Context: an optimization exercise on an open-source flow, tuned for small area. The choices shown serve that exercise and are no tape-out recipe. Only simulation tests tie the RTL to the original design; equivalence was not proved.

==> flow/design.v <==
package layer_pkg;
   typedef logic signed [16-1:0] data_t;
   typedef logic [$clog2(8)-1:0] vec_addr_t;
   typedef logic [$clog2(16)-1:0] out_idx_t;
endpackage
package layer_coef_pkg;
   localparam int WEIGHT_ENTRIES = 4 * 8 * (16 / 4);
   localparam int BIAS_ENTRIES   = 4 * (16 / 4);
   localparam logic [WEIGHT_ENTRIES*16-1:0] weight_table = {
      {
         -16'sd38,  16'sd33,  16'sd109, 16'sd24,  -16'sd3,   -16'sd45,  -16'sd19,  16'sd48,
         16'sd103,  16'sd18,  16'sd82,  -16'sd28, 16'sd101,  -16'sd64,  -16'sd108, 16'sd3,
         -16'sd18,  16'sd107, 16'sd2,   -16'sd45, -16'sd85,  16'sd22,   16'sd86,   16'sd32,
         -16'sd1,   -16'sd105, 16'sd81, 16'sd42,  16'sd45,   16'sd39,   -16'sd54,  16'sd63
      },
      {
         16'sd29,   -16'sd75, -16'sd24, 16'sd89,  -16'sd12,  -16'sd72,  16'sd114,  -16'sd15,
         -16'sd11,  -16'sd4,  -16'sd36, 16'sd105, 16'sd53,   -16'sd50,  -16'sd37,  16'sd72,
         -16'sd110, -16'sd77, 16'sd9,   16'sd71,  16'sd1,    16'sd100,  16'sd15,   -16'sd72,
         16'sd90,   16'sd84,  16'sd7,   -16'sd36, 16'sd56,   -16'sd106, 16'sd20,   16'sd22
      },
      {
         -16'sd109, -16'sd24, 16'sd30,  16'sd68,  -16'sd123, -16'sd41,  16'sd119,  16'sd31,
         16'sd54,   16'sd121, 16'sd12,  16'sd60,  -16'sd48,  16'sd3,    -16'sd37,  16'sd78,
         16'sd93,   -16'sd101, 16'sd116, -16'sd83, 16'sd31,  -16'sd49,  16'sd124,  16'sd29,
         -16'sd78,  16'sd8,   16'sd67,  16'sd81,  16'sd87,   16'sd63,   -16'sd18,  -16'sd105
      },
      {
         -16'sd2,   -16'sd5,  16'sd22,  -16'sd23, 16'sd96,   -16'sd58,  16'sd36,   -16'sd70,
         16'sd126,  16'sd113, -16'sd73, 16'sd94,  -16'sd73,  16'sd92,   -16'sd104, -16'sd98,
         -16'sd64,  -16'sd77, -16'sd4,  -16'sd9,  -16'sd113, 16'sd20,   16'sd21,   -16'sd3,
         16'sd115,  16'sd106, 16'sd14,  -16'sd126, -16'sd1,  -16'sd93,  16'sd0,    16'sd126
      }
   };
   localparam logic [BIAS_ENTRIES*16-1:0] bias_table = {
      {-16'sd70, 16'sd120, 16'sd71,  -16'sd60},
      {-16'sd47, 16'sd115, -16'sd83, 16'sd67},
      {16'sd41,  16'sd38,  -16'sd81, -16'sd106},
      {16'sd103, 16'sd83,  16'sd0,   -16'sd10}
   };
endpackage
module layer_sequencer (
   input  logic                 clk,
   input  logic                 reset,
   input  logic                 s_valid,
   input  logic                 m_ready,
   output logic                 s_ready,
   output logic                 m_valid,
   output logic                 vec_wr_en,    
   output layer_pkg::vec_addr_t pos,          
   output logic                 run,          
   output logic                 en,           
   output layer_pkg::out_idx_t  out_idx,      
   output logic [5:0]           entry_next,   
   output logic                 x_bypass      
);
   layer_pkg::vec_addr_t load_cnt;    
   logic vec_pending;    
   logic done;           
   logic fire;
   logic can_start;
   logic start;
   logic last_start;     
   logic gap;            
   assign m_valid = done;
   assign fire    = done & m_ready;
   assign can_start  = (pos[1:0] == 2'd0) && (pos[2] != out_idx[0]) && !run && (!done || fire);
   assign start      = can_start && (out_idx != '0 || vec_pending || vec_wr_en);
   assign last_start = can_start && out_idx == 4'd15;
   assign en         = start | run;
   assign s_ready   = (pos == load_cnt) && (load_cnt != '0 || !vec_pending || last_start);
   assign vec_wr_en = s_ready & s_valid;
   assign gap       = (pos == load_cnt) && (load_cnt != '0) && !s_valid;
   assign x_bypass  = (pos == load_cnt) && out_idx == '0;
   layer_pkg::vec_addr_t pos_d;
   layer_pkg::out_idx_t  out_idx_d;
   logic                 finish;         
   assign finish     = run && pos[1:0] == 2'd3 && !(gap && out_idx == '0);
   assign pos_d      = reset ? '0 : pos + 1'b1;
   assign out_idx_d  = reset ? '0 : out_idx + finish;
   assign entry_next = {out_idx_d, pos_d[1:0]};
   always_ff @(posedge clk) begin
      pos     <= pos_d;
      out_idx <= out_idx_d;
   end
   always_ff @(posedge clk) begin
      if (reset) begin
         load_cnt    <= '0;
         vec_pending <= 1'b0;
         run         <= 1'b0;
         done        <= 1'b0;
      end else begin
         if (vec_wr_en)
            load_cnt <= load_cnt + 1'b1;
         if (vec_wr_en && load_cnt == 3'd7)
            vec_pending <= 1'b1;
         else if (start && out_idx == 4'd15)
            vec_pending <= 1'b0;
         if (start)
            run <= 1'b1;
         else if (run && (pos[1:0] == 2'd3 || (gap && out_idx == '0)))
            run <= 1'b0;
         if (finish)
            done <= 1'b1;
         else if (fire)
            done <= 1'b0;
      end
   end
endmodule
module mac_lane (
   input  logic                 clk,
   input  logic                 run,        
   input  logic                 en,         
   input  layer_pkg::out_idx_t  out_idx,
   input  layer_pkg::vec_addr_t pos,
   input  logic [5:0]           entry_next,    
   input  layer_pkg::data_t     x_a,
   input  layer_pkg::data_t     x_b,
   output layer_pkg::data_t     acc,
   output logic [16-1:0] acc_cy    
);
   localparam int ENTRIES = 16 * 4;
   localparam int BW = 16;    
   function automatic logic [15:0] negsum(input logic [7:0] w);
      logic [8:0] wx;
      wx     = {w, 1'b0};
      negsum = '0;
      for (int k = 0; k < 4; k++)
         if (wx[2*k+2] && !(wx[2*k+1] && wx[2*k]))
            negsum = negsum + (16'd1 << (2 * k));
   endfunction
   function automatic logic [15:0] row_negsum(input int j);
      int e;
      row_negsum = '0;
      for (int c = 0; c < 8; c++) begin
         e = (j % 4) * 8 * (16 / 4) + (j / 4) * 8 + c;
         row_negsum = row_negsum
                      + negsum(layer_coef_pkg::weight_table[(layer_coef_pkg::WEIGHT_ENTRIES - 1 - e) * 16 +: 8]);
      end
   endfunction
   logic [4*ENTRIES-1:0] a_one, a_two, a_neg, b_one, b_two, b_neg;
   logic [16*BW-1:0] b_rom;
   logic [ENTRIES*8-1:0]        wa_rom, wb_rom;
   genvar i;
   generate
      for (i = 0; i < ENTRIES; i++) begin : g_w
         localparam int J  = i / 4;
         localparam int CA = (1 - J % 2) * 4 + i % 4;
         localparam int CB = (J % 2) * 4 + i % 4;
         localparam int EA = (J % 4) * 8 * (16 / 4)
                             + (J / 4) * 8 + CA;
         localparam int EB = (J % 4) * 8 * (16 / 4)
                             + (J / 4) * 8 + CB;
         localparam logic [8:0] WA = {layer_coef_pkg::weight_table[(layer_coef_pkg::WEIGHT_ENTRIES - 1 - EA) * 16 +: 8], 1'b0};
         localparam logic [8:0] WB = {layer_coef_pkg::weight_table[(layer_coef_pkg::WEIGHT_ENTRIES - 1 - EB) * 16 +: 8], 1'b0};
         assign wa_rom[i*8 +: 8] = WA[8:1];
         assign wb_rom[i*8 +: 8] = WB[8:1];
         for (genvar k = 0; k < 4; k++) begin : g_k
            assign a_one[k*ENTRIES + i] = WA[2*k+1] ^ WA[2*k];
            assign a_two[k*ENTRIES + i] = (WA[2*k+2] & ~WA[2*k+1] & ~WA[2*k]) | (~WA[2*k+2] & WA[2*k+1] & WA[2*k]);
            assign a_neg[k*ENTRIES + i] = WA[2*k+2] & ~(WA[2*k+1] & WA[2*k]);
            assign b_one[k*ENTRIES + i] = WB[2*k+1] ^ WB[2*k];
            assign b_two[k*ENTRIES + i] = (WB[2*k+2] & ~WB[2*k+1] & ~WB[2*k]) | (~WB[2*k+2] & WB[2*k+1] & WB[2*k]);
            assign b_neg[k*ENTRIES + i] = WB[2*k+2] & ~(WB[2*k+1] & WB[2*k]);
         end
      end
      for (i = 0; i < 16; i++) begin : g_b
         localparam int E = (i % 4) * (16 / 4) + i / 4;
         localparam logic [7:0] B8 =
            layer_coef_pkg::bias_table[(layer_coef_pkg::BIAS_ENTRIES - 1 - E) * 16 +: 8];
         assign b_rom[i*16 +: 16] = {{8{B8[7]}}, B8} + row_negsum(i);
      end
   endgenerate
   logic [5:0]  entry;
   logic [15:0] bias;
   logic [15:0] addend;
   logic [3:0]  neg_a, one_a, two_a, neg_b, one_b, two_b;
   assign entry  = {out_idx, pos[1:0]};
   assign bias   = b_rom[out_idx*16 +: 16];
   assign addend = run ? acc : bias;
   logic [7:0] wa_q, wb_q;
   always_ff @(posedge clk) begin
      wa_q <= wa_rom[entry_next*8 +: 8];
      wb_q <= wb_rom[entry_next*8 +: 8];
   end
   logic [8:0] wxa, wxb;
   assign wxa = {wa_q, 1'b0};
   assign wxb = {wb_q, 1'b0};
   generate
      for (i = 0; i < 4; i++) begin : g_digit
         assign one_a[i] = wxa[2*i+1] ^ wxa[2*i];
         assign two_a[i] = (wxa[2*i+2] & ~wxa[2*i+1] & ~wxa[2*i]) | (~wxa[2*i+2] & wxa[2*i+1] & wxa[2*i]);
         assign neg_a[i] = wxa[2*i+2] & ~(wxa[2*i+1] & wxa[2*i]);
         assign one_b[i] = wxb[2*i+1] ^ wxb[2*i];
         assign two_b[i] = (wxb[2*i+2] & ~wxb[2*i+1] & ~wxb[2*i]) | (~wxb[2*i+2] & wxb[2*i+1] & wxb[2*i]);
         assign neg_b[i] = wxb[2*i+2] & ~(wxb[2*i+1] & wxb[2*i]);
      end
   endgenerate
   logic [15:0] pp_a0;
   assign pp_a0[0] = ((one_a[0] & x_a[0])) ^ neg_a[0];
   assign pp_a0[1] = ((one_a[0] & x_a[1]) | (two_a[0] & x_a[0])) ^ neg_a[0];
   assign pp_a0[2] = ((one_a[0] & x_a[2]) | (two_a[0] & x_a[1])) ^ neg_a[0];
   assign pp_a0[3] = ((one_a[0] & x_a[3]) | (two_a[0] & x_a[2])) ^ neg_a[0];
   assign pp_a0[4] = ((one_a[0] & x_a[4]) | (two_a[0] & x_a[3])) ^ neg_a[0];
   assign pp_a0[5] = ((one_a[0] & x_a[5]) | (two_a[0] & x_a[4])) ^ neg_a[0];
   assign pp_a0[6] = ((one_a[0] & x_a[6]) | (two_a[0] & x_a[5])) ^ neg_a[0];
   assign pp_a0[7] = ((one_a[0] & x_a[7]) | (two_a[0] & x_a[6])) ^ neg_a[0];
   assign pp_a0[8] = ((one_a[0] & x_a[8]) | (two_a[0] & x_a[7])) ^ neg_a[0];
   assign pp_a0[9] = ((one_a[0] & x_a[9]) | (two_a[0] & x_a[8])) ^ neg_a[0];
   assign pp_a0[10] = ((one_a[0] & x_a[10]) | (two_a[0] & x_a[9])) ^ neg_a[0];
   assign pp_a0[11] = ((one_a[0] & x_a[11]) | (two_a[0] & x_a[10])) ^ neg_a[0];
   assign pp_a0[12] = ((one_a[0] & x_a[12]) | (two_a[0] & x_a[11])) ^ neg_a[0];
   assign pp_a0[13] = ((one_a[0] & x_a[13]) | (two_a[0] & x_a[12])) ^ neg_a[0];
   assign pp_a0[14] = ((one_a[0] & x_a[14]) | (two_a[0] & x_a[13])) ^ neg_a[0];
   assign pp_a0[15] = ((one_a[0] & x_a[15]) | (two_a[0] & x_a[14])) ^ neg_a[0];
   logic [15:2] pp_a1;
   assign pp_a1[2] = ((one_a[1] & x_a[0])) ^ neg_a[1];
   assign pp_a1[3] = ((one_a[1] & x_a[1]) | (two_a[1] & x_a[0])) ^ neg_a[1];
   assign pp_a1[4] = ((one_a[1] & x_a[2]) | (two_a[1] & x_a[1])) ^ neg_a[1];
   assign pp_a1[5] = ((one_a[1] & x_a[3]) | (two_a[1] & x_a[2])) ^ neg_a[1];
   assign pp_a1[6] = ((one_a[1] & x_a[4]) | (two_a[1] & x_a[3])) ^ neg_a[1];
   assign pp_a1[7] = ((one_a[1] & x_a[5]) | (two_a[1] & x_a[4])) ^ neg_a[1];
   assign pp_a1[8] = ((one_a[1] & x_a[6]) | (two_a[1] & x_a[5])) ^ neg_a[1];
   assign pp_a1[9] = ((one_a[1] & x_a[7]) | (two_a[1] & x_a[6])) ^ neg_a[1];
   assign pp_a1[10] = ((one_a[1] & x_a[8]) | (two_a[1] & x_a[7])) ^ neg_a[1];
   assign pp_a1[11] = ((one_a[1] & x_a[9]) | (two_a[1] & x_a[8])) ^ neg_a[1];
   assign pp_a1[12] = ((one_a[1] & x_a[10]) | (two_a[1] & x_a[9])) ^ neg_a[1];
   assign pp_a1[13] = ((one_a[1] & x_a[11]) | (two_a[1] & x_a[10])) ^ neg_a[1];
   assign pp_a1[14] = ((one_a[1] & x_a[12]) | (two_a[1] & x_a[11])) ^ neg_a[1];
   assign pp_a1[15] = ((one_a[1] & x_a[13]) | (two_a[1] & x_a[12])) ^ neg_a[1];
   logic [15:4] pp_a2;
   assign pp_a2[4] = ((one_a[2] & x_a[0])) ^ neg_a[2];
   assign pp_a2[5] = ((one_a[2] & x_a[1]) | (two_a[2] & x_a[0])) ^ neg_a[2];
   assign pp_a2[6] = ((one_a[2] & x_a[2]) | (two_a[2] & x_a[1])) ^ neg_a[2];
   assign pp_a2[7] = ((one_a[2] & x_a[3]) | (two_a[2] & x_a[2])) ^ neg_a[2];
   assign pp_a2[8] = ((one_a[2] & x_a[4]) | (two_a[2] & x_a[3])) ^ neg_a[2];
   assign pp_a2[9] = ((one_a[2] & x_a[5]) | (two_a[2] & x_a[4])) ^ neg_a[2];
   assign pp_a2[10] = ((one_a[2] & x_a[6]) | (two_a[2] & x_a[5])) ^ neg_a[2];
   assign pp_a2[11] = ((one_a[2] & x_a[7]) | (two_a[2] & x_a[6])) ^ neg_a[2];
   assign pp_a2[12] = ((one_a[2] & x_a[8]) | (two_a[2] & x_a[7])) ^ neg_a[2];
   assign pp_a2[13] = ((one_a[2] & x_a[9]) | (two_a[2] & x_a[8])) ^ neg_a[2];
   assign pp_a2[14] = ((one_a[2] & x_a[10]) | (two_a[2] & x_a[9])) ^ neg_a[2];
   assign pp_a2[15] = ((one_a[2] & x_a[11]) | (two_a[2] & x_a[10])) ^ neg_a[2];
   logic [15:6] pp_a3;
   assign pp_a3[6] = ((one_a[3] & x_a[0])) ^ neg_a[3];
   assign pp_a3[7] = ((one_a[3] & x_a[1]) | (two_a[3] & x_a[0])) ^ neg_a[3];
   assign pp_a3[8] = ((one_a[3] & x_a[2]) | (two_a[3] & x_a[1])) ^ neg_a[3];
   assign pp_a3[9] = ((one_a[3] & x_a[3]) | (two_a[3] & x_a[2])) ^ neg_a[3];
   assign pp_a3[10] = ((one_a[3] & x_a[4]) | (two_a[3] & x_a[3])) ^ neg_a[3];
   assign pp_a3[11] = ((one_a[3] & x_a[5]) | (two_a[3] & x_a[4])) ^ neg_a[3];
   assign pp_a3[12] = ((one_a[3] & x_a[6]) | (two_a[3] & x_a[5])) ^ neg_a[3];
   assign pp_a3[13] = ((one_a[3] & x_a[7]) | (two_a[3] & x_a[6])) ^ neg_a[3];
   assign pp_a3[14] = ((one_a[3] & x_a[8]) | (two_a[3] & x_a[7])) ^ neg_a[3];
   assign pp_a3[15] = ((one_a[3] & x_a[9]) | (two_a[3] & x_a[8])) ^ neg_a[3];
   logic [15:0] pp_b0;
   assign pp_b0[0] = ((one_b[0] & x_b[0])) ^ neg_b[0];
   assign pp_b0[1] = ((one_b[0] & x_b[1]) | (two_b[0] & x_b[0])) ^ neg_b[0];
   assign pp_b0[2] = ((one_b[0] & x_b[2]) | (two_b[0] & x_b[1])) ^ neg_b[0];
   assign pp_b0[3] = ((one_b[0] & x_b[3]) | (two_b[0] & x_b[2])) ^ neg_b[0];
   assign pp_b0[4] = ((one_b[0] & x_b[4]) | (two_b[0] & x_b[3])) ^ neg_b[0];
   assign pp_b0[5] = ((one_b[0] & x_b[5]) | (two_b[0] & x_b[4])) ^ neg_b[0];
   assign pp_b0[6] = ((one_b[0] & x_b[6]) | (two_b[0] & x_b[5])) ^ neg_b[0];
   assign pp_b0[7] = ((one_b[0] & x_b[7]) | (two_b[0] & x_b[6])) ^ neg_b[0];
   assign pp_b0[8] = ((one_b[0] & x_b[8]) | (two_b[0] & x_b[7])) ^ neg_b[0];
   assign pp_b0[9] = ((one_b[0] & x_b[9]) | (two_b[0] & x_b[8])) ^ neg_b[0];
   assign pp_b0[10] = ((one_b[0] & x_b[10]) | (two_b[0] & x_b[9])) ^ neg_b[0];
   assign pp_b0[11] = ((one_b[0] & x_b[11]) | (two_b[0] & x_b[10])) ^ neg_b[0];
   assign pp_b0[12] = ((one_b[0] & x_b[12]) | (two_b[0] & x_b[11])) ^ neg_b[0];
   assign pp_b0[13] = ((one_b[0] & x_b[13]) | (two_b[0] & x_b[12])) ^ neg_b[0];
   assign pp_b0[14] = ((one_b[0] & x_b[14]) | (two_b[0] & x_b[13])) ^ neg_b[0];
   assign pp_b0[15] = ((one_b[0] & x_b[15]) | (two_b[0] & x_b[14])) ^ neg_b[0];
   logic [15:2] pp_b1;
   assign pp_b1[2] = ((one_b[1] & x_b[0])) ^ neg_b[1];
   assign pp_b1[3] = ((one_b[1] & x_b[1]) | (two_b[1] & x_b[0])) ^ neg_b[1];
   assign pp_b1[4] = ((one_b[1] & x_b[2]) | (two_b[1] & x_b[1])) ^ neg_b[1];
   assign pp_b1[5] = ((one_b[1] & x_b[3]) | (two_b[1] & x_b[2])) ^ neg_b[1];
   assign pp_b1[6] = ((one_b[1] & x_b[4]) | (two_b[1] & x_b[3])) ^ neg_b[1];
   assign pp_b1[7] = ((one_b[1] & x_b[5]) | (two_b[1] & x_b[4])) ^ neg_b[1];
   assign pp_b1[8] = ((one_b[1] & x_b[6]) | (two_b[1] & x_b[5])) ^ neg_b[1];
   assign pp_b1[9] = ((one_b[1] & x_b[7]) | (two_b[1] & x_b[6])) ^ neg_b[1];
   assign pp_b1[10] = ((one_b[1] & x_b[8]) | (two_b[1] & x_b[7])) ^ neg_b[1];
   assign pp_b1[11] = ((one_b[1] & x_b[9]) | (two_b[1] & x_b[8])) ^ neg_b[1];
   assign pp_b1[12] = ((one_b[1] & x_b[10]) | (two_b[1] & x_b[9])) ^ neg_b[1];
   assign pp_b1[13] = ((one_b[1] & x_b[11]) | (two_b[1] & x_b[10])) ^ neg_b[1];
   assign pp_b1[14] = ((one_b[1] & x_b[12]) | (two_b[1] & x_b[11])) ^ neg_b[1];
   assign pp_b1[15] = ((one_b[1] & x_b[13]) | (two_b[1] & x_b[12])) ^ neg_b[1];
   logic [15:4] pp_b2;
   assign pp_b2[4] = ((one_b[2] & x_b[0])) ^ neg_b[2];
   assign pp_b2[5] = ((one_b[2] & x_b[1]) | (two_b[2] & x_b[0])) ^ neg_b[2];
   assign pp_b2[6] = ((one_b[2] & x_b[2]) | (two_b[2] & x_b[1])) ^ neg_b[2];
   assign pp_b2[7] = ((one_b[2] & x_b[3]) | (two_b[2] & x_b[2])) ^ neg_b[2];
   assign pp_b2[8] = ((one_b[2] & x_b[4]) | (two_b[2] & x_b[3])) ^ neg_b[2];
   assign pp_b2[9] = ((one_b[2] & x_b[5]) | (two_b[2] & x_b[4])) ^ neg_b[2];
   assign pp_b2[10] = ((one_b[2] & x_b[6]) | (two_b[2] & x_b[5])) ^ neg_b[2];
   assign pp_b2[11] = ((one_b[2] & x_b[7]) | (two_b[2] & x_b[6])) ^ neg_b[2];
   assign pp_b2[12] = ((one_b[2] & x_b[8]) | (two_b[2] & x_b[7])) ^ neg_b[2];
   assign pp_b2[13] = ((one_b[2] & x_b[9]) | (two_b[2] & x_b[8])) ^ neg_b[2];
   assign pp_b2[14] = ((one_b[2] & x_b[10]) | (two_b[2] & x_b[9])) ^ neg_b[2];
   assign pp_b2[15] = ((one_b[2] & x_b[11]) | (two_b[2] & x_b[10])) ^ neg_b[2];
   logic [15:6] pp_b3;
   assign pp_b3[6] = ((one_b[3] & x_b[0])) ^ neg_b[3];
   assign pp_b3[7] = ((one_b[3] & x_b[1]) | (two_b[3] & x_b[0])) ^ neg_b[3];
   assign pp_b3[8] = ((one_b[3] & x_b[2]) | (two_b[3] & x_b[1])) ^ neg_b[3];
   assign pp_b3[9] = ((one_b[3] & x_b[3]) | (two_b[3] & x_b[2])) ^ neg_b[3];
   assign pp_b3[10] = ((one_b[3] & x_b[4]) | (two_b[3] & x_b[3])) ^ neg_b[3];
   assign pp_b3[11] = ((one_b[3] & x_b[5]) | (two_b[3] & x_b[4])) ^ neg_b[3];
   assign pp_b3[12] = ((one_b[3] & x_b[6]) | (two_b[3] & x_b[5])) ^ neg_b[3];
   assign pp_b3[13] = ((one_b[3] & x_b[7]) | (two_b[3] & x_b[6])) ^ neg_b[3];
   assign pp_b3[14] = ((one_b[3] & x_b[8]) | (two_b[3] & x_b[7])) ^ neg_b[3];
   assign pp_b3[15] = ((one_b[3] & x_b[9]) | (two_b[3] & x_b[8])) ^ neg_b[3];
   logic s1, c2, s3, c4, s5, c6, s7, c8, s9, c10, s11, c12, s13, c14, s15, c16;
   logic s17, c18, s19, c20, s21, c22, s23, c24, s25, c26, s27, c28, s29, c30, s31, c32;
   logic s33, c34, s35, c36, s37, c38, s39, c40, s41, c42, s43, c44, s45, c46, s47, c48;
   logic s49, c50, s51, c52, s53, c54, s55, c56, s57, s58, s59, s60, c61, s62, c63, s64;
   logic c65, s66, c67, s68, c69, s70, c71, s72, c73, s74, c75, s76, c77, s78, c79, s80;
   logic c81, s82, c83, s84, c85, s86, c87, s88, c89, s90, c91, s92, c93, s94, c95, s96;
   logic c97, s98, c99, s100, c101, s102, c103, s104, c105, s106, c107, s108, s109, s110, c111, s112;
   logic c113, s114, c115, s116, c117, s118, c119, s120, c121, s122, c123, s124, c125, s126, c127, s128;
   logic c129, s130, c131, s132, c133, s134, c135, s136, s137, c138, s139, c140, s141, c142, s143, c144;
   logic s145, c146, s147, c148, s149, c150, s151, c152, s153, c154, s155, c156, s157, c158, s159, c160;
   logic s161, c162, s163, c164, s165, c166, s167;
   assign s1 = addend[4] ^ pp_b0[4];
   assign c2 = addend[4] & pp_b0[4];
   assign s3 = addend[5] ^ pp_b0[5] ^ pp_b1[5];
   assign c4 = (addend[5] & pp_b0[5]) | (addend[5] & pp_b1[5]) | (pp_b0[5] & pp_b1[5]);
   assign s5 = addend[6] ^ pp_b0[6] ^ pp_b1[6];
   assign c6 = (addend[6] & pp_b0[6]) | (addend[6] & pp_b1[6]) | (pp_b0[6] & pp_b1[6]);
   assign s7 = pp_b2[6] ^ pp_b3[6] ^ pp_a0[6];
   assign c8 = (pp_b2[6] & pp_b3[6]) | (pp_b2[6] & pp_a0[6]) | (pp_b3[6] & pp_a0[6]);
   assign s9 = addend[7] ^ pp_b0[7] ^ pp_b1[7];
   assign c10 = (addend[7] & pp_b0[7]) | (addend[7] & pp_b1[7]) | (pp_b0[7] & pp_b1[7]);
   assign s11 = pp_b2[7] ^ pp_b3[7] ^ pp_a0[7];
   assign c12 = (pp_b2[7] & pp_b3[7]) | (pp_b2[7] & pp_a0[7]) | (pp_b3[7] & pp_a0[7]);
   assign s13 = pp_a1[7] ^ pp_a2[7];
   assign c14 = pp_a1[7] & pp_a2[7];
   assign s15 = addend[8] ^ pp_b0[8] ^ pp_b1[8];
   assign c16 = (addend[8] & pp_b0[8]) | (addend[8] & pp_b1[8]) | (pp_b0[8] & pp_b1[8]);
   assign s17 = pp_b2[8] ^ pp_b3[8] ^ pp_a0[8];
   assign c18 = (pp_b2[8] & pp_b3[8]) | (pp_b2[8] & pp_a0[8]) | (pp_b3[8] & pp_a0[8]);
   assign s19 = pp_a1[8] ^ pp_a2[8] ^ pp_a3[8];
   assign c20 = (pp_a1[8] & pp_a2[8]) | (pp_a1[8] & pp_a3[8]) | (pp_a2[8] & pp_a3[8]);
   assign s21 = addend[9] ^ pp_b0[9] ^ pp_b1[9];
   assign c22 = (addend[9] & pp_b0[9]) | (addend[9] & pp_b1[9]) | (pp_b0[9] & pp_b1[9]);
   assign s23 = pp_b2[9] ^ pp_b3[9] ^ pp_a0[9];
   assign c24 = (pp_b2[9] & pp_b3[9]) | (pp_b2[9] & pp_a0[9]) | (pp_b3[9] & pp_a0[9]);
   assign s25 = pp_a1[9] ^ pp_a2[9] ^ pp_a3[9];
   assign c26 = (pp_a1[9] & pp_a2[9]) | (pp_a1[9] & pp_a3[9]) | (pp_a2[9] & pp_a3[9]);
   assign s27 = addend[10] ^ pp_b0[10] ^ pp_b1[10];
   assign c28 = (addend[10] & pp_b0[10]) | (addend[10] & pp_b1[10]) | (pp_b0[10] & pp_b1[10]);
   assign s29 = pp_b2[10] ^ pp_b3[10] ^ pp_a0[10];
   assign c30 = (pp_b2[10] & pp_b3[10]) | (pp_b2[10] & pp_a0[10]) | (pp_b3[10] & pp_a0[10]);
   assign s31 = pp_a1[10] ^ pp_a2[10] ^ pp_a3[10];
   assign c32 = (pp_a1[10] & pp_a2[10]) | (pp_a1[10] & pp_a3[10]) | (pp_a2[10] & pp_a3[10]);
   assign s33 = addend[11] ^ pp_b0[11] ^ pp_b1[11];
   assign c34 = (addend[11] & pp_b0[11]) | (addend[11] & pp_b1[11]) | (pp_b0[11] & pp_b1[11]);
   assign s35 = pp_b2[11] ^ pp_b3[11] ^ pp_a0[11];
   assign c36 = (pp_b2[11] & pp_b3[11]) | (pp_b2[11] & pp_a0[11]) | (pp_b3[11] & pp_a0[11]);
   assign s37 = pp_a1[11] ^ pp_a2[11] ^ pp_a3[11];
   assign c38 = (pp_a1[11] & pp_a2[11]) | (pp_a1[11] & pp_a3[11]) | (pp_a2[11] & pp_a3[11]);
   assign s39 = addend[12] ^ pp_b0[12] ^ pp_b1[12];
   assign c40 = (addend[12] & pp_b0[12]) | (addend[12] & pp_b1[12]) | (pp_b0[12] & pp_b1[12]);
   assign s41 = pp_b2[12] ^ pp_b3[12] ^ pp_a0[12];
   assign c42 = (pp_b2[12] & pp_b3[12]) | (pp_b2[12] & pp_a0[12]) | (pp_b3[12] & pp_a0[12]);
   assign s43 = pp_a1[12] ^ pp_a2[12] ^ pp_a3[12];
   assign c44 = (pp_a1[12] & pp_a2[12]) | (pp_a1[12] & pp_a3[12]) | (pp_a2[12] & pp_a3[12]);
   assign s45 = addend[13] ^ pp_b0[13] ^ pp_b1[13];
   assign c46 = (addend[13] & pp_b0[13]) | (addend[13] & pp_b1[13]) | (pp_b0[13] & pp_b1[13]);
   assign s47 = pp_b2[13] ^ pp_b3[13] ^ pp_a0[13];
   assign c48 = (pp_b2[13] & pp_b3[13]) | (pp_b2[13] & pp_a0[13]) | (pp_b3[13] & pp_a0[13]);
   assign s49 = pp_a1[13] ^ pp_a2[13] ^ pp_a3[13];
   assign c50 = (pp_a1[13] & pp_a2[13]) | (pp_a1[13] & pp_a3[13]) | (pp_a2[13] & pp_a3[13]);
   assign s51 = addend[14] ^ pp_b0[14] ^ pp_b1[14];
   assign c52 = (addend[14] & pp_b0[14]) | (addend[14] & pp_b1[14]) | (pp_b0[14] & pp_b1[14]);
   assign s53 = pp_b2[14] ^ pp_b3[14] ^ pp_a0[14];
   assign c54 = (pp_b2[14] & pp_b3[14]) | (pp_b2[14] & pp_a0[14]) | (pp_b3[14] & pp_a0[14]);
   assign s55 = pp_a1[14] ^ pp_a2[14] ^ pp_a3[14];
   assign c56 = (pp_a1[14] & pp_a2[14]) | (pp_a1[14] & pp_a3[14]) | (pp_a2[14] & pp_a3[14]);
   assign s57 = addend[15] ^ pp_b0[15] ^ pp_b1[15];
   assign s58 = pp_b2[15] ^ pp_b3[15] ^ pp_a0[15];
   assign s59 = pp_a1[15] ^ pp_a2[15] ^ pp_a3[15];
   assign s60 = addend[2] ^ pp_b0[2];
   assign c61 = addend[2] & pp_b0[2];
   assign s62 = addend[3] ^ pp_b0[3] ^ pp_b1[3];
   assign c63 = (addend[3] & pp_b0[3]) | (addend[3] & pp_b1[3]) | (pp_b0[3] & pp_b1[3]);
   assign s64 = pp_b1[4] ^ pp_b2[4] ^ s1;
   assign c65 = (pp_b1[4] & pp_b2[4]) | (pp_b1[4] & s1) | (pp_b2[4] & s1);
   assign s66 = pp_a0[4] ^ pp_a1[4];
   assign c67 = pp_a0[4] & pp_a1[4];
   assign s68 = pp_b2[5] ^ c2 ^ s3;
   assign c69 = (pp_b2[5] & c2) | (pp_b2[5] & s3) | (c2 & s3);
   assign s70 = pp_a0[5] ^ pp_a1[5] ^ pp_a2[5];
   assign c71 = (pp_a0[5] & pp_a1[5]) | (pp_a0[5] & pp_a2[5]) | (pp_a1[5] & pp_a2[5]);
   assign s72 = c4 ^ s5 ^ pp_a1[6];
   assign c73 = (c4 & s5) | (c4 & pp_a1[6]) | (s5 & pp_a1[6]);
   assign s74 = pp_a2[6] ^ pp_a3[6] ^ s7;
   assign c75 = (pp_a2[6] & pp_a3[6]) | (pp_a2[6] & s7) | (pp_a3[6] & s7);
   assign s76 = c6 ^ s9 ^ pp_a3[7];
   assign c77 = (c6 & s9) | (c6 & pp_a3[7]) | (s9 & pp_a3[7]);
   assign s78 = s13 ^ c8 ^ s11;
   assign c79 = (s13 & c8) | (s13 & s11) | (c8 & s11);
   assign s80 = c10 ^ s15 ^ c14;
   assign c81 = (c10 & s15) | (c10 & c14) | (s15 & c14);
   assign s82 = c12 ^ s17 ^ s19;
   assign c83 = (c12 & s17) | (c12 & s19) | (s17 & s19);
   assign s84 = c16 ^ s21 ^ c18;
   assign c85 = (c16 & s21) | (c16 & c18) | (s21 & c18);
   assign s86 = c20 ^ s23 ^ s25;
   assign c87 = (c20 & s23) | (c20 & s25) | (s23 & s25);
   assign s88 = c22 ^ s27 ^ c24;
   assign c89 = (c22 & s27) | (c22 & c24) | (s27 & c24);
   assign s90 = c26 ^ s29 ^ s31;
   assign c91 = (c26 & s29) | (c26 & s31) | (s29 & s31);
   assign s92 = c28 ^ s33 ^ c30;
   assign c93 = (c28 & s33) | (c28 & c30) | (s33 & c30);
   assign s94 = c32 ^ s35 ^ s37;
   assign c95 = (c32 & s35) | (c32 & s37) | (s35 & s37);
   assign s96 = c34 ^ s39 ^ c36;
   assign c97 = (c34 & s39) | (c34 & c36) | (s39 & c36);
   assign s98 = c38 ^ s41 ^ s43;
   assign c99 = (c38 & s41) | (c38 & s43) | (s41 & s43);
   assign s100 = c40 ^ s45 ^ c42;
   assign c101 = (c40 & s45) | (c40 & c42) | (s45 & c42);
   assign s102 = c44 ^ s47 ^ s49;
   assign c103 = (c44 & s47) | (c44 & s49) | (s47 & s49);
   assign s104 = c46 ^ s51 ^ c48;
   assign c105 = (c46 & s51) | (c46 & c48) | (s51 & c48);
   assign s106 = c50 ^ s53 ^ s55;
   assign c107 = (c50 & s53) | (c50 & s55) | (s53 & s55);
   assign s108 = c52 ^ s57 ^ c54;
   assign s109 = c56 ^ s58 ^ s59;
   assign s110 = pp_b1[2] ^ s60;
   assign c111 = pp_b1[2] & s60;
   assign s112 = c61 ^ s62 ^ pp_a0[3];
   assign c113 = (c61 & s62) | (c61 & pp_a0[3]) | (s62 & pp_a0[3]);
   assign s114 = c63 ^ s64 ^ pp_a2[4];
   assign c115 = (c63 & s64) | (c63 & pp_a2[4]) | (s64 & pp_a2[4]);
   assign s116 = c65 ^ s68 ^ c67;
   assign c117 = (c65 & s68) | (c65 & c67) | (s68 & c67);
   assign s118 = c69 ^ c71 ^ s72;
   assign c119 = (c69 & c71) | (c69 & s72) | (c71 & s72);
   assign s120 = c73 ^ s76 ^ c75;
   assign c121 = (c73 & s76) | (c73 & c75) | (s76 & c75);
   assign s122 = c77 ^ s80 ^ c79;
   assign c123 = (c77 & s80) | (c77 & c79) | (s80 & c79);
   assign s124 = c81 ^ s84 ^ c83;
   assign c125 = (c81 & s84) | (c81 & c83) | (s84 & c83);
   assign s126 = c85 ^ s88 ^ c87;
   assign c127 = (c85 & s88) | (c85 & c87) | (s88 & c87);
   assign s128 = c89 ^ s92 ^ c91;
   assign c129 = (c89 & s92) | (c89 & c91) | (s92 & c91);
   assign s130 = c93 ^ s96 ^ c95;
   assign c131 = (c93 & s96) | (c93 & c95) | (s96 & c95);
   assign s132 = c97 ^ s100 ^ c99;
   assign c133 = (c97 & s100) | (c97 & c99) | (s100 & c99);
   assign s134 = c101 ^ s104 ^ c103;
   assign c135 = (c101 & s104) | (c101 & c103) | (s104 & c103);
   assign s136 = c105 ^ s108 ^ c107;
   assign s137 = addend[0] ^ pp_b0[0];
   assign c138 = addend[0] & pp_b0[0];
   assign s139 = addend[1] ^ pp_b0[1] ^ pp_a0[1];
   assign c140 = (addend[1] & pp_b0[1]) | (addend[1] & pp_a0[1]) | (pp_b0[1] & pp_a0[1]);
   assign s141 = s110 ^ pp_a0[2] ^ pp_a1[2];
   assign c142 = (s110 & pp_a0[2]) | (s110 & pp_a1[2]) | (pp_a0[2] & pp_a1[2]);
   assign s143 = c111 ^ pp_a1[3] ^ s112;
   assign c144 = (c111 & pp_a1[3]) | (c111 & s112) | (pp_a1[3] & s112);
   assign s145 = s66 ^ c113 ^ s114;
   assign c146 = (s66 & c113) | (s66 & s114) | (c113 & s114);
   assign s147 = c115 ^ s70 ^ s116;
   assign c148 = (c115 & s70) | (c115 & s116) | (s70 & s116);
   assign s149 = c117 ^ s74 ^ s118;
   assign c150 = (c117 & s74) | (c117 & s118) | (s74 & s118);
   assign s151 = c119 ^ s78 ^ s120;
   assign c152 = (c119 & s78) | (c119 & s120) | (s78 & s120);
   assign s153 = s82 ^ c121 ^ s122;
   assign c154 = (s82 & c121) | (s82 & s122) | (c121 & s122);
   assign s155 = s86 ^ c123 ^ s124;
   assign c156 = (s86 & c123) | (s86 & s124) | (c123 & s124);
   assign s157 = s90 ^ c125 ^ s126;
   assign c158 = (s90 & c125) | (s90 & s126) | (c125 & s126);
   assign s159 = s94 ^ c127 ^ s128;
   assign c160 = (s94 & c127) | (s94 & s128) | (c127 & s128);
   assign s161 = s98 ^ c129 ^ s130;
   assign c162 = (s98 & c129) | (s98 & s130) | (c129 & s130);
   assign s163 = s102 ^ c131 ^ s132;
   assign c164 = (s102 & c131) | (s102 & s132) | (c131 & s132);
   assign s165 = s106 ^ c133 ^ s134;
   assign c166 = (s106 & c133) | (s106 & s134) | (c133 & s134);
   assign s167 = s109 ^ c135 ^ s136;
   logic [15:0] op_a, op_b;
   assign op_a = {s167, s165, s163, s161, s159, s157, s155, s153, s151, s149, s147, s145, s143, s141, s139, pp_a0[0]};
   assign op_b = {c166, c164, c162, c160, c158, c156, c154, c152, c150, c148, c146, c144, c142, c140, c138, s137};
   logic [15:0] cy;
   logic [15:0] sum;
   logic [15:0] cy_out;
   assign cy[0] = 1'b0;
   assign sum[0] = op_a[0] ^ op_b[0] ^ cy[0];
   assign cy[1] = (op_a[0] & op_b[0]) | (op_a[0] & cy[0]) | (op_b[0] & cy[0]);
   assign sum[1] = op_a[1] ^ op_b[1] ^ cy[1];
   assign cy[2] = (op_a[1] & op_b[1]) | (op_a[1] & cy[1]) | (op_b[1] & cy[1]);
   assign sum[2] = op_a[2] ^ op_b[2] ^ cy[2];
   assign cy[3] = (op_a[2] & op_b[2]) | (op_a[2] & cy[2]) | (op_b[2] & cy[2]);
   assign sum[3] = op_a[3] ^ op_b[3] ^ cy[3];
   assign cy[4] = (op_a[3] & op_b[3]) | (op_a[3] & cy[3]) | (op_b[3] & cy[3]);
   assign sum[4] = op_a[4] ^ op_b[4] ^ cy[4];
   assign cy_out[5] = (op_a[4] & op_b[4]) | (op_a[4] & cy[4]) | (op_b[4] & cy[4]);
   assign cy[5] = run & acc_cy[5];
   assign sum[5] = op_a[5] ^ op_b[5] ^ cy[5];
   assign cy[6] = (op_a[5] & op_b[5]) | (op_a[5] & cy[5]) | (op_b[5] & cy[5]);
   assign sum[6] = op_a[6] ^ op_b[6] ^ cy[6];
   assign cy[7] = (op_a[6] & op_b[6]) | (op_a[6] & cy[6]) | (op_b[6] & cy[6]);
   assign sum[7] = op_a[7] ^ op_b[7] ^ cy[7];
   assign cy[8] = (op_a[7] & op_b[7]) | (op_a[7] & cy[7]) | (op_b[7] & cy[7]);
   assign sum[8] = op_a[8] ^ op_b[8] ^ cy[8];
   assign cy_out[9] = (op_a[8] & op_b[8]) | (op_a[8] & cy[8]) | (op_b[8] & cy[8]);
   assign cy[9] = run & acc_cy[9];
   assign sum[9] = op_a[9] ^ op_b[9] ^ cy[9];
   assign cy[10] = (op_a[9] & op_b[9]) | (op_a[9] & cy[9]) | (op_b[9] & cy[9]);
   assign sum[10] = op_a[10] ^ op_b[10] ^ cy[10];
   assign cy[11] = (op_a[10] & op_b[10]) | (op_a[10] & cy[10]) | (op_b[10] & cy[10]);
   assign sum[11] = op_a[11] ^ op_b[11] ^ cy[11];
   assign cy[12] = (op_a[11] & op_b[11]) | (op_a[11] & cy[11]) | (op_b[11] & cy[11]);
   assign sum[12] = op_a[12] ^ op_b[12] ^ cy[12];
   assign cy_out[13] = (op_a[12] & op_b[12]) | (op_a[12] & cy[12]) | (op_b[12] & cy[12]);
   assign cy[13] = run & acc_cy[13];
   assign sum[13] = op_a[13] ^ op_b[13] ^ cy[13];
   assign cy[14] = (op_a[13] & op_b[13]) | (op_a[13] & cy[13]) | (op_b[13] & cy[13]);
   assign sum[14] = op_a[14] ^ op_b[14] ^ cy[14];
   assign cy[15] = (op_a[14] & op_b[14]) | (op_a[14] & cy[14]) | (op_b[14] & cy[14]);
   assign sum[15] = op_a[15] ^ op_b[15] ^ cy[15];
   assign cy_out[0] = 1'b0;
   assign cy_out[1] = 1'b0;
   assign cy_out[2] = 1'b0;
   assign cy_out[3] = 1'b0;
   assign cy_out[4] = 1'b0;
   assign cy_out[6] = 1'b0;
   assign cy_out[7] = 1'b0;
   assign cy_out[8] = 1'b0;
   assign cy_out[10] = 1'b0;
   assign cy_out[11] = 1'b0;
   assign cy_out[12] = 1'b0;
   assign cy_out[14] = 1'b0;
   assign cy_out[15] = 1'b0;
   logic [15:0] cy_q;    
   always_ff @(posedge clk)
      if (en) begin
         acc  <= sum;
         cy_q <= cy_out & 16'h2220;
      end
   assign acc_cy = cy_q & 16'h2220;
endmodule
module mac_array (
   input  logic                 clk,
   input  logic                 vec_wr_en,
   input  logic                 x_bypass,
   input  layer_pkg::data_t     data_in,
   input  layer_pkg::vec_addr_t pos,
   input  logic                 run,
   input  logic                 en,
   input  layer_pkg::out_idx_t  out_idx,
   input  logic [5:0]           entry_next,
   output layer_pkg::data_t     acc,
   output logic [16-1:0] acc_cy
);
   layer_pkg::data_t ring [0:8-1];
   always_ff @(posedge clk) begin
      for (int k = 0; k < 8 - 1; k++)
         ring[k] <= ring[k+1];
      ring[8-1] <= vec_wr_en ? data_in : ring[0];
   end
   mac_lane u_lane (
      .clk     (clk),
      .run     (run),
      .en      (en),
      .out_idx (out_idx),
      .pos     (pos),
      .entry_next (entry_next),
      .x_a     (x_bypass ? data_in : ring[0]),    
      .x_b     (ring[8/2]),           
      .acc     (acc),
      .acc_cy  (acc_cy)
   );
endmodule
module result_buffer (
   input  layer_pkg::data_t acc,
   input  logic [16-1:0] acc_cy,
   output layer_pkg::data_t data_out
);
   layer_pkg::data_t result;
   assign result   = acc + acc_cy;
   assign data_out = result[16-1] ? '0 : result;
endmodule
module layer_top (
   input  logic             clk,
   input  logic             reset,
   input  logic             s_valid,
   input  logic             m_ready,
   input  layer_pkg::data_t data_in,
   output logic             s_ready,
   output logic             m_valid,
   output layer_pkg::data_t data_out
);
   logic                 vec_wr_en;
   logic                 x_bypass;
   layer_pkg::vec_addr_t pos;
   logic                 run, en;
   layer_pkg::out_idx_t  out_idx;
   logic [5:0]           entry_next;
   layer_pkg::data_t     acc;
   logic [16-1:0] acc_cy;
   layer_sequencer u_sequencer (
      .clk       (clk),
      .reset     (reset),
      .s_valid   (s_valid),
      .m_ready   (m_ready),
      .s_ready   (s_ready),
      .m_valid   (m_valid),
      .vec_wr_en (vec_wr_en),
      .pos       (pos),
      .run       (run),
      .en        (en),
      .out_idx   (out_idx),
      .entry_next(entry_next),
      .x_bypass  (x_bypass)
   );
   mac_array u_mac_array (
      .clk       (clk),
      .vec_wr_en (vec_wr_en),
      .x_bypass  (x_bypass),
      .data_in   (data_in),
      .pos       (pos),
      .run       (run),
      .en        (en),
      .out_idx   (out_idx),
      .entry_next(entry_next),
      .acc       (acc),
      .acc_cy    (acc_cy)
   );
   result_buffer u_result_buffer (
      .acc      (acc),
      .acc_cy   (acc_cy),
      .data_out (data_out)
   );
endmodule
==> flow/flow/run.sh <==
#!/bin/bash
# The standard synthesis, then its combinational logic mapped again by
# ABC with an area-oriented script (flow/abc_resyn.script): the standard
# synthesis's registers and adder cells stay exactly as they are, with their
# names. Then the standard layout of that netlist, with extra ORFS make
# variables from flow/make_vars (one per line).
# Logs: flow_synth.log and flow_make.log (make's output), flow_resyn.log
# (Yosys); each ORFS step also keeps its own log under orfs/logs.
set -euo pipefail
args=()
while IFS= read -r line; do
   [[ -z "$line" || "$line" == \#* ]] && continue
   args+=("$line")
done < flow/make_vars

bash standard.sh "${args[@]}" synth > flow_synth.log 2>&1

RES=orfs/results/$FLOW_PLATFORM/layer_top/base
LIB=$FLOW_HOME/platforms/$FLOW_PLATFORM/lib/sky130_fd_sc_hd__tt_025C_1v80.lib
YOSYS=$FLOW_HOME/../tools/install/yosys/bin/yosys
DONT_USE=$(grep -o 'sky130_fd_sc_hd__[a-z0-9_]*' $FLOW_HOME/platforms/$FLOW_PLATFORM/config.mk | sort -u | sed 's/^/-dont_use /' | tr '\n' ' ')
cp $RES/1_2_yosys.v 1_2_yosys_standard.v
cat > resyn.ys <<EOT
read_liberty -ignore_miss_func $LIB
read_verilog 1_2_yosys_standard.v
hierarchy -top $FLOW_TOP
blackbox sky130_fd_sc_hd__dfxtp_1 sky130_fd_sc_hd__edfxtp_1 sky130_fd_sc_hd__fa_1 sky130_fd_sc_hd__ha_1 sky130_fd_sc_hd__conb_1
tee -o resyn_stat_before.txt stat -liberty $LIB
flatten
opt -purge
abc -script $PWD/flow/abc_resyn.script -liberty $LIB $DONT_USE -constr $PWD/orfs/objects/$FLOW_PLATFORM/layer_top/base/abc.constr
splitnets
opt_clean -purge
hilomap -singleton -hicell sky130_fd_sc_hd__conb_1 HI -locell sky130_fd_sc_hd__conb_1 LO
insbuf -buf sky130_fd_sc_hd__buf_4 A X
tee -o resyn_stat_after.txt stat -liberty $LIB
write_verilog -noattr -nohex -nodec 1_2_yosys_resyn.v
EOT
$YOSYS -s resyn.ys > flow_resyn.log 2>&1
# The new netlist must be fully mapped and hold the same registers
cat > resyn_check.ys <<EOT
read_liberty -lib $LIB
read_verilog 1_2_yosys_resyn.v
hierarchy -check -top $FLOW_TOP
check -assert -mapped
EOT
$YOSYS -s resyn_check.ys > flow_resyn_check.log 2>&1
regs() { grep -oE 'sky130_fd_sc_hd__e?dfxtp_[0-9]+ +\\?[^ ]+' "$1" | sort; }
if ! diff <(regs 1_2_yosys_standard.v) <(regs 1_2_yosys_resyn.v) > flow_resyn_regs.diff; then
   echo "registers differ from the standard synthesis" >&2
   exit 1
fi
cp 1_2_yosys_resyn.v $RES/1_2_yosys.v
rm -f $RES/1_synth.odb
bash standard.sh "${args[@]}" finish > flow_make.log 2>&1
==> flow/flow/abc_resyn.script <==
strash
dch -f
amap
topo
stime -c
==> flow/flow/make_vars <==
BUFFER_PORTS_ARGS=-buffer_cell sky130_fd_sc_hd__buf_1
GPL_KEEP_OVERFLOW=0
PLACE_DENSITY=0.8
CTS_ARGS=-sink_clustering_enable -repair_clock_nets -buf_list sky130_fd_sc_hd__clkbuf_16 -dont_use_dummy_load
==> flow/standard.sh <==
#!/bin/bash
# synth_recipe.tcl (not shown) runs the flow's synth.tcl, then flattens the netlist and writes it again
# the make line also repeats each setting of config.mk as NAME=value (left out here)
make -C /OpenROAD-flow-scripts/flow DESIGN_CONFIG=/design/flow/config.mk WORK_HOME=/design/flow/orfs CLKGATE_MAP_FILE= SYNTH_SCRIPT=/design/flow/synth_recipe.tcl "${@:-finish}"
==> flow/config.mk <==
export PLATFORM = sky130hd
export DESIGN_NAME = layer_top
export DESIGN_NICKNAME = layer_top
export VERILOG_FILES = /design/flow/design.v
export SDC_FILE = /design/flow/constraint.sdc
export NUM_CORES = 4
export LEC_CHECK = 0
export CAP_MARGIN = 20
export CORE_MARGIN = 2
export CORE_UTILIZATION = 40
export SLEW_MARGIN = 20
==> flow/constraint.sdc <==
create_clock -name core_clock -period 7.0 [get_ports {clk}]
set_input_delay 1.4000 -clock core_clock [delete_from_list [all_inputs] [get_ports {clk}]]
set_output_delay 1.4000 -clock core_clock [all_outputs]
set_load 0.01 [all_outputs]
==> reports/metrics.yaml, run 1 <==
finish:
  area_growth_syn_to_layout_pct: 11.56
  antenna-diode-count: 0
  final-instance-count-excl-fill: 1660
  postLayoutCellArea_um2: 11980
  area.sequential_um2: 3721
  drive_gt1_share_pct: 4.302
  multi_input_comb_area_um2: 6425
  fillCellCount: 2453
  num-nets-final: 1476
worst_setup_path:
  cp_top_family: "adder cells"
  timing.critical_path.fanout_max: 16
  worst_r2r_path_depth: 30
  setup.worst_path.end_class: "flip-flop"
  timing_worst_setup_path_type: "flip-flop to flip-flop"
  worst_path_max_delay_cell: "sky130_fd_sc_hd__fa_1"
  crit_path_launch_type: "flip-flop"
  crit_arrival_ns: 6.83
  timing.rr.end: "u_mac_array.u_lane.acc[15]"
  critical_path.max_stage_delay_ns: 0.51
  ff2ff_setup_slack_ns: 0.33
  critical_path_required_ns: 7.15
  critical_path.n_buffers_inverters: 7
  r2r_start: "u_sequencer.pos[0]"
global_route:
  via_count_of_the_first_global_routing_pass: 9143
  global_route_wire_length_before_repair_um: 50670
  global_route.usage.total_pct: 23.09
  grt_antenna_before_repair: 1
  grt_max_degree: 37
  global_route.overflow_total: 0
logic_synthesis:
  synth_nets: 1414
  post_synth_instance_area_um2: 10740
  netlist_instances: 1265
  synthesis.yosys.warnings: 5
  syn_area_per_cell_um2: 8.489
sta:
  drv_slew: 0
  finalSetupViolations: 0
  final_min_period_over_clock_period_pct: 95.33
  highest_clock_frequency_the_design_can_meet_mhz: 149.9
  slew_headroom_pct: 27.83
  rsz0062_at_grt: "no"
  final.setup_skew_ns: 0.02473
  timing_worst_slew_pin_value_ns: 1.083
  final_hold_viol_count: 0
  period_needed_ns: 6.673
outcome:
  status: "complete, no violations"
clock_network:
  cts_num_sinks: 176
  clock-root-buffer: "sky130_fd_sc_hd__clkbuf_16"
  worstSkewPairLatency_ns: 0.43
  ctsHtreeMaxLevel: 4
  cts_buffer_depth: 2
  clock_tree_from_tritoncts: "built"
  clk_pin_slew_ns: 0.07
  cts_hold_buffers: 0
  cts_buffers: 17
drt:
  post_drt_wl_per_cell_um: 19.43
  dr_vias_cell: 5.906
  wirelength_um: 32250
  drt_iter0_markers: 1348
  detail_route.drc_violations: 0
  final_antenna_net_count: 0
  routed-via-count: 9804
  drt-pass1-iter-count: 5
floorplanning:
  design.core.area_um2: 26210
  chipWidth_um: 167.9
  num_rows: 59
  fp.dieArea_um2: 28170
  top_level_ports: 38
  die-height_um: 167.9
  initial_core_util_pct: 40.98
min_path:
  worst_hold_path.endpoint: "u_mac_array.ring[2][15]"
  hold_path.class: "flip-flop to flip-flop"
  min-delay-start: "u_mac_array.ring[3][15]"
  hold_depth: 0
placement:
  gp_congestion: 0.9974
  post-place-cells: 1639
  post_dp_cell_area_um2: 11360
  numPortBuffers: 36
  hpwl_um: 24850
flow_run:
  maxCapViolCount: 0
[final cells by class]
| cell class | count | share of cell area [%] |
|---|---|---|
| Clock buffer | 17 | 3.551 |
| Inverter | 201 | 6.465 |
| Multi-Input combinational cell | 887 | 53.63 |
| Sequential cell | 176 | 31.06 |
| Tap cell | 335 | 3.499 |
| Timing Repair Buffer | 43 | 1.755 |
| Timing Repair inverter | 1 | 0.04178 |
[repair_timing]
item,4_1_cts,5_1_grt
hold endpoints to repair,0,0
pin swaps,1,1
resized for setup,11,23
cloned,0,1
endpoints found under the setup margin,23,14
buffers inserted,1,1
[worst reg2reg max path: cells and delay by family (launching register included)]
| kind | cells | cell delay [ns] |
|---|---|---|
| xor gates and xnor gates | 1 | 0.20 |
| DFF | 1 | 0.46 |
| AOI/OAI and AO/OA | 10 | 1.89 |
| adders and majority gates | 6 | 2.50 |
| and+or+nand+nor | 6 | 0.44 |
| buffers and inverters | 7 | 0.90 |
[per-stage QoR]
step	hold slack (ns)	utilization, %	setup TNS [ns]	setup WS [ns]
global placement	0.3098	43.08	-52.34	-3.064
global route	0.3150	45.72	0	0.04623
CTS	0.3106	45.18	0	0.04875
detailed placement	0.3121	43.34	-11.93	-1.178
finish	0.3078	45.72	0	0.3267
floorplan	0.3096	-	0	0.1587
[cells in the final DEF (no fill, tap or decap), types with 12 or more instances in the layout]
cell type,instances
sky130_fd_sc_hd__fa_1,88
sky130_fd_sc_hd__ha_1,41
sky130_fd_sc_hd__o32ai_1,18
sky130_fd_sc_hd__clkinv_1,195
sky130_fd_sc_hd__o221ai_1,12
sky130_fd_sc_hd__edfxtp_1,19
sky130_fd_sc_hd__nor3_1,20
sky130_fd_sc_hd__dfxtp_1,153
sky130_fd_sc_hd__o22ai_1,94
sky130_fd_sc_hd__clkbuf_16,17
sky130_fd_sc_hd__o21ai_0,111
sky130_fd_sc_hd__a21oi_1,64
sky130_fd_sc_hd__nor2_1,181
sky130_fd_sc_hd__nand2_1,120
sky130_fd_sc_hd__a31oi_1,14
sky130_fd_sc_hd__buf_1,36
sky130_fd_sc_hd__o22a_1,22
[state kept, by name (all words and copies together), names as in the netlist]
name                     cells
u_mac_array.ring           128
u_mac_array.u_lane.acc      16
u_mac_array.u_lane.wa_q      8
u_mac_array.u_lane.wb_q      8
u_sequencer.out_idx          4
u_mac_array.u_lane.cy_q      3
u_sequencer.load_cnt         3
u_sequencer.pos              3
u_sequencer.done             1
u_sequencer.run              1
u_sequencer.vec_pending      1
[layer usage]
metal	wire length [um]	global-route usage (%)	up-vias
met2	13270	32.59	578
met3	3342	5.783	64
met5	13	0	-
met4	872	8.015	2
met1	14750	34.21	4609
li1	-	-	4551
[worst max path at each step]
stage / startpoint / to / slack (ns) / depth (start not counted)
after floorplan: u_sequencer.out_idx[0] / u_mac_array.u_lane.acc[15] / 0.16 / 30
after global placement: u_sequencer.pos[0] / u_mac_array.u_lane.wa_q[2] / -3.06 / 15
after detailed placement: u_sequencer.pos[0] / u_mac_array.u_lane.acc[15] / -1.18 / 28
after CTS: u_sequencer.pos[0] / u_mac_array.u_lane.acc[15] / 0.05 / 28
after global routing: u_sequencer.pos[0] / u_mac_array.u_lane.acc[15] / 0.05 / 29
final: u_sequencer.pos[0] / u_mac_array.u_lane.acc[15] / 0.33 / 30
==> run 2, diff against run 1 <==
==> flow/flow/make_vars (replaced) <==
BUFFER_PORTS_ARGS=-buffer_cell sky130_fd_sc_hd__buf_1
GPL_KEEP_OVERFLOW=0
PLACE_DENSITY=0.8
CTS_ARGS=-sink_clustering_enable -repair_clock_nets -buf_list sky130_fd_sc_hd__clkbuf_8 -dont_use_dummy_load
==> run 2 against run 1 <==
Highest routed layer is now met4. Die area did not move. Hold slack got worse by 0.0063 ns. Sequential share of layout area rose by 0.50 points. Largest cell class unchanged. Non-clock buffer count did not move. Via count fell by 0.61%.
==> reports/metrics.yaml, run 2 <==
floorplanning:
  fp.dieArea_um2: 28170
  num_rows: 59
  initial_core_util_pct: 40.98
  die-height_um: 167.9
  top_level_ports: 38
  design.core.area_um2: 26210
  chipWidth_um: 167.9
sta:
  finalSetupViolations: 0
  final.setup_skew_ns: 0.03394
  highest_clock_frequency_the_design_can_meet_mhz: 149.6
  final_hold_viol_count: 0
  holdWs_ns: 0.3015
  rsz0062_at_grt: "no"
  timing_worst_slew_pin_value_ns: 1.063
  slew_headroom_pct: 29.14
  final_min_period_over_clock_period_pct: 95.47
  drv_slew: 0
  period_needed_ns: 6.683
logic_synthesis:
  netlist_instances: 1265
  synth_nets: 1414
  post_synth_instance_area_um2: 10740
  synthesis.yosys.warnings: 5
  syn_area_per_cell_um2: 8.489
worst_setup_path:
  timing.rr.end: "u_mac_array.u_lane.acc[15]"
  crit_arrival_ns: 6.87
  timing.critical_path.fanout_max: 16
  setup.worst_path.end_class: "flip-flop"
  critical_path_required_ns: 7.19
  crit_path_launch_type: "flip-flop"
  timing_worst_setup_path_type: "flip-flop to flip-flop"
  worst_path_max_delay_cell: "sky130_fd_sc_hd__fa_1"
  r2r_start: "u_sequencer.pos[0]"
  worst_r2r_path_depth: 30
  critical_path.n_buffers_inverters: 7
  ff2ff_setup_slack_ns: 0.32
  critical_path.max_stage_delay_ns: 0.51
  cp_top_family: "adder cells"
drt:
  drt-pass1-iter-count: 5
  post_drt_wl_per_cell_um: 19.33
  drt_iter0_markers: 1271
  routed-via-count: 9744
  wirelength_um: 32090
  detail_route.drc_violations: 0
  final_antenna_net_count: 0
  dr_vias_cell: 5.870
min_path:
  hold_path.class: "flip-flop to flip-flop"
  min-delay-start: "u_mac_array.ring[3][15]"
  worst_hold_path.endpoint: "u_mac_array.ring[2][15]"
  hold_depth: 0
finish:
  drive_gt1_share_pct: 4.302
  largest_register: "u_mac_array.ring"
  antenna-diode-count: 0
  area_growth_syn_to_layout_pct: 9.775
  final_common_cell: "sky130_fd_sc_hd__clkinv_1"
  final-instance-count-excl-fill: 1660
  most-common-layout-cells: "sky130_fd_sc_hd__clkinv_1 (195), sky130_fd_sc_hd__nor2_1 (181), sky130_fd_sc_hd__dfxtp_1 (153)"
  regs_by_ff_count: "u_mac_array.ring x128, u_mac_array.u_lane.acc x16"
  postLayoutCellArea_um2: 11790
  num-nets-final: 1476
  largest_register_ffs: 128
global_route:
  grt_max_degree: 37
  grt_antenna_before_repair: 0
  global_route.overflow_total: 0
  global_route.usage.total_pct: 22.94
  via_count_of_the_first_global_routing_pass: 9090
  global_route_wire_length_before_repair_um: 50140
clock_network:
  cts_buffer_depth: 2
  clock_tree_from_tritoncts: "built"
  cts_buffers: 17
  clk_pin_slew_ns: 0.09
  worstSkewPairLatency_ns: 0.46
  cts_num_sinks: 176
  ctsHtreeMaxLevel: 4
  clock-root-buffer: "sky130_fd_sc_hd__clkbuf_8"
outcome:
  status: "complete, no violations"
flow_run:
  maxCapViolCount: 0
placement:
  post_dp_cell_area_um2: 11360
  hpwl_um: 24850
  gp_congestion: 0.9974
  numPortBuffers: 36
  post-place-cells: 1639
[run 2: layout make-up]
| class | count | area (um^2) |
|---|---|---|
| fillers | 2470 | 14420 |
| multi-input cells | 887 | 6425 |
| flip-flops and latches | 176 | 3721 |
| inverters | 201 | 774.5 |
| well taps | 335 | 419.2 |
| clock buffers | 17 | 234.0 |
| repair buffers | 43 | 210.2 |
| repair inverters | 1 | 5.005 |
[run 2: worst max path at each step]
stage | from | end | slack, ns | cells past startpoint
after floorplan | u_sequencer.out_idx[0] | u_mac_array.u_lane.acc[15] | 0.16 | 30
after global placement | u_sequencer.pos[0] | u_mac_array.u_lane.wa_q[2] | -3.06 | 15
after detailed placement | u_sequencer.pos[0] | u_mac_array.u_lane.acc[15] | -1.18 | 28
after CTS | u_mac_array.u_lane.wa_q[1] | u_mac_array.u_lane.acc[15] | 0.009 | 26
after global routing | u_sequencer.pos[0] | u_mac_array.u_lane.acc[15] | 0.02 | 29
final | u_sequencer.pos[0] | u_mac_array.u_lane.acc[15] | 0.32 | 30
[run 2: repair_timing]
action,4_1_cts,5_1_grt
endpoints found under the setup margin,23,14
gates resized for setup,11,22
cloned,0,1
hold buffers,0,0
setup buffers,1,1
pin swaps,1,1
[run 2: layer usage]
layer / share of wire, % / vias up / GRT usage, %
met5: 0 / - / 0
met4: 2.9 / 0 / 8.129
met3: 12 / 66 / 6.888
met2: 41 / 579 / 32.34
met1: 45 / 4540 / 33.22
li1: - / 4559 / -
[run 2: metrics by stage]
step | setup slack [ns] | TNS (ns) | utilization [%]
detailed placement | -1.178 | -11.93 | 43.34
finish | 0.3172 | 0 | 44.98
global route | 0.01792 | 0 | 44.98
CTS | 0.008546 | 0 | 44.47
floorplan | 0.1587 | 0 | -
global placement | -3.064 | -52.34 | 43.08

[static timing again, ports no longer ideal]
The results above use ideal ports. As a check the final layouts listed here were re-extracted and re-timed, cells and wires unchanged. Step 1 sets driving cells, clkbuf_16 on the clock port and buf_2 on the other inputs (assumed; they add their load-dependent delay and slew). Step 2 moves the port delays by t, midway between the first and last clock arrival at a register: inputs arrive t later, outputs are due t later. That takes back most of the time a late clock gives input paths. Slacks: no drivers / after step 1 / after step 2; pairs: no drivers / after step 1.
run | t, ns | slack for setup (ns) | worst setup path after step 2 | latest minus earliest clock arrival (ns) | pins driven straight from the clock port
run 1 | 0.460 | 0.327 / 0.327 / 0.287 | input to register | 0.032 / 0.033 | 1
run 2 | 0.490 | 0.317 / 0.317 / 0.272 | input to register | 0.043 / 0.043 | 1
After both steps setup and hold are still met in every run listed. For run 2, which loses most, drivers alone change the setup slack by 0.000 ns; drivers and shift together by -0.045 ns.
